What follows belongs to an exercise in optimizing a design on an open flow for small area; a production flow would make more cautious choices. Where RTL was checked, it was by simulation tests only, not by an equivalence proof against the original. Power and IR drop assume default switching activity.

// conv_acc
module conv_acc
(
    input  logic        clk,
    input  logic        arst_n,
    input  logic        wb_cyc,
    input  logic        wb_stb,
    input  logic        wb_we,
    input  logic [1:0]  wb_adr,
    input  logic [31:0] wb_dat_i,
    output logic        wb_ack,
    output logic [31:0] wb_dat_o
);
clock: 7.0 ns
lec_check: 0
cap_margin: 20
core_margin: 2
core_utilization: 40
cts_buf_list: sky130_fd_sc_hd__clkbuf_4
cts_cluster_diameter: 40
cts_cluster_size: 12
slew_margin: 20
standard.sh (not shown) runs the stock make flow with config.mk's settings and CLKGATE_MAP_FILE= SYNTH_SCRIPT=/design/flow/synth_recipe.tcl, a recipe that flattens the netlist after the stock synthesis.
==> flow/flow/run.sh <==
#!/bin/bash
# The standard layout (standard.sh) with these changes:
#  - synthesis maps adders without the Kogge-Stone carry map and skips the
#    early ABC pass inside yosys synth, so the explicit adder tree is
#    extracted into full/half adder cells as written;
#  - the final ABC mapping uses an area-oriented script (flow/area.abc);
#  - ports are buffered with the smallest buffer instead of a delay buffer.
# make's full output is in flow.log, each step's in orfs/logs.
set -uo pipefail
here=$PWD
export SYNTH_OPERATIONS_ARGS="-noabc"
export BUFFER_PORTS_ARGS="-buffer_cell sky130_fd_sc_hd__buf_1"
export FLOW_SYNTH_TCL=$here/synth_recipe.tcl
export MY_ABC_SCRIPT=$here/flow/area.abc
sed "s#SYNTH_SCRIPT=[^ ]*#SYNTH_SCRIPT=$here/flow/my_synth.tcl#" standard.sh > my_standard.sh
bash my_standard.sh > flow.log 2>&1
==> flow/flow/area.abc <==
&get -n
&st
&dch
&nf -R 1000
&put
==> flow/flow/my_synth.tcl <==
# Wraps the standard flow's synthesis script; only the final ABC mapping script changes
# (area-oriented &dch/&nf mapping of the combinational logic). Registers,
# their names and cell types are left exactly as the standard synthesis.
proc abc {args} {
  set i [lsearch -exact $args -script]
  if {$i >= 0} { lset args [expr {$i + 1}] $::env(MY_ABC_SCRIPT) }
  yosys abc {*}$args
}
source $::env(FLOW_SYNTH_TCL)
The starting point produced a clean layout.
Rerun with:
--- a/flow/design.v
+++ b/flow/design.v
@@ -196,17 +196,50 @@
     assign s121       = c92 ^ s93 ^ p[13];
     assign c122       = (c92 & s93) | (c92 & p[13]) | (s93 & p[13]);
     assign s123       = c94 ^ s95 ^ p[14];
     assign c124       = (c94 & s95) | (c94 & p[14]) | (s95 & p[14]);
     assign s125       = c96 ^ p[15];
     assign c126       = c96 & p[15];
     assign row0 = {c124, c122, c120, c118, c116, c114, c112, c110, c108, c106, c104, c102, c100, c98, s97, pp_0_0};
     assign row1 = {s125, s123, s121, s119, s117, s115, s113, s111, s109, s107, s105, s103, s101, s99, p[1], p[0]};
-    assign result = row0 + row1 + 16'h8000;
+    logic cc0, cc1, cc10, cc11, cc12, cc13, cc14, cc15, cc2, cc3, cc4, cc5, cc6, cc7, cc8, cc9, cs0, cs1, cs10, cs11, cs12, cs13, cs14, cs15, cs2, cs3, cs4, cs5, cs6, cs7, cs8, cs9;
+    assign cs0 = pp_0_0 ^ p[0];
+    assign cc0 = pp_0_0 & p[0];
+    assign cs1 = s97 ^ p[1] ^ cc0;
+    assign cc1 = (s97 & p[1]) | (s97 & cc0) | (p[1] & cc0);
+    assign cs2 = c98 ^ s99 ^ cc1;
+    assign cc2 = (c98 & s99) | (c98 & cc1) | (s99 & cc1);
+    assign cs3 = c100 ^ s101 ^ cc2;
+    assign cc3 = (c100 & s101) | (c100 & cc2) | (s101 & cc2);
+    assign cs4 = c102 ^ s103 ^ cc3;
+    assign cc4 = (c102 & s103) | (c102 & cc3) | (s103 & cc3);
+    assign cs5 = c104 ^ s105 ^ cc4;
+    assign cc5 = (c104 & s105) | (c104 & cc4) | (s105 & cc4);
+    assign cs6 = c106 ^ s107 ^ cc5;
+    assign cc6 = (c106 & s107) | (c106 & cc5) | (s107 & cc5);
+    assign cs7 = c108 ^ s109 ^ cc6;
+    assign cc7 = (c108 & s109) | (c108 & cc6) | (s109 & cc6);
+    assign cs8 = c110 ^ s111 ^ cc7;
+    assign cc8 = (c110 & s111) | (c110 & cc7) | (s111 & cc7);
+    assign cs9 = c112 ^ s113 ^ cc8;
+    assign cc9 = (c112 & s113) | (c112 & cc8) | (s113 & cc8);
+    assign cs10 = c114 ^ s115 ^ cc9;
+    assign cc10 = (c114 & s115) | (c114 & cc9) | (s115 & cc9);
+    assign cs11 = c116 ^ s117 ^ cc10;
+    assign cc11 = (c116 & s117) | (c116 & cc10) | (s117 & cc10);
+    assign cs12 = c118 ^ s119 ^ cc11;
+    assign cc12 = (c118 & s119) | (c118 & cc11) | (s119 & cc11);
+    assign cs13 = c120 ^ s121 ^ cc12;
+    assign cc13 = (c120 & s121) | (c120 & cc12) | (s121 & cc12);
+    assign cs14 = c122 ^ s123 ^ cc13;
+    assign cc14 = (c122 & s123) | (c122 & cc13) | (s123 & cc13);
+    assign cs15 = c124 ^ s125 ^ cc14;
+    assign cc15 = (c124 & s125) | (c124 & cc14) | (s125 & cc14);
+    assign result = {~cs15, cs14, cs13, cs12, cs11, cs10, cs9, cs8, cs7, cs6, cs5, cs4, cs3, cs2, cs1, cs0};
 endmodule
 module conv_acc
 (
     input  logic        clk,
     input  logic        arst_n,
     input  logic        wb_cyc,
     input  logic        wb_stb,
     input  logic        wb_we,
After rerunning: The changed run completed and failed the layout checks on negative setup slack. Sequential power stays flat. Total power drops by 4.2%. Wire length increases by 2.0%. Global-route usage grows by 0.34 points. Sequential share of layout area grows by 0.81 points.
Only the layout flow was run in the second run of this note; the RTL was not checked for function there.

port drivers added, routing unchanged:
Ports are ideal in the flow. The routed layouts listed here were re-timed in OpenROAD. Step 1: set_driving_cell puts a clkbuf_16 on clk and a buf_2 on each other input, an assumption about the parent block. Step 2 adds t to the input delays and takes it off the output delays; t is the mean of the earliest and latest rising clock arrival at the registers after step 1. Input paths then give back, and output paths get back, about the clock's delay inside the block. a / b / c = ideal / step 1 / step 2; a / b = the first two.
run	t (ns)	setup slack, ns	worst setup path at the end	worst register clock-pin slew, ns
the first run	0.667	1.106 / 1.118 / 0.451	input to register	0.12 / 0.12
the second run	0.664	-0.004 / 0.014 / -0.650	input to register	0.12 / 0.12
For the first run, which loses most, drivers alone change the setup slack by +0.012 ns; drivers and shift together by -0.655 ns.
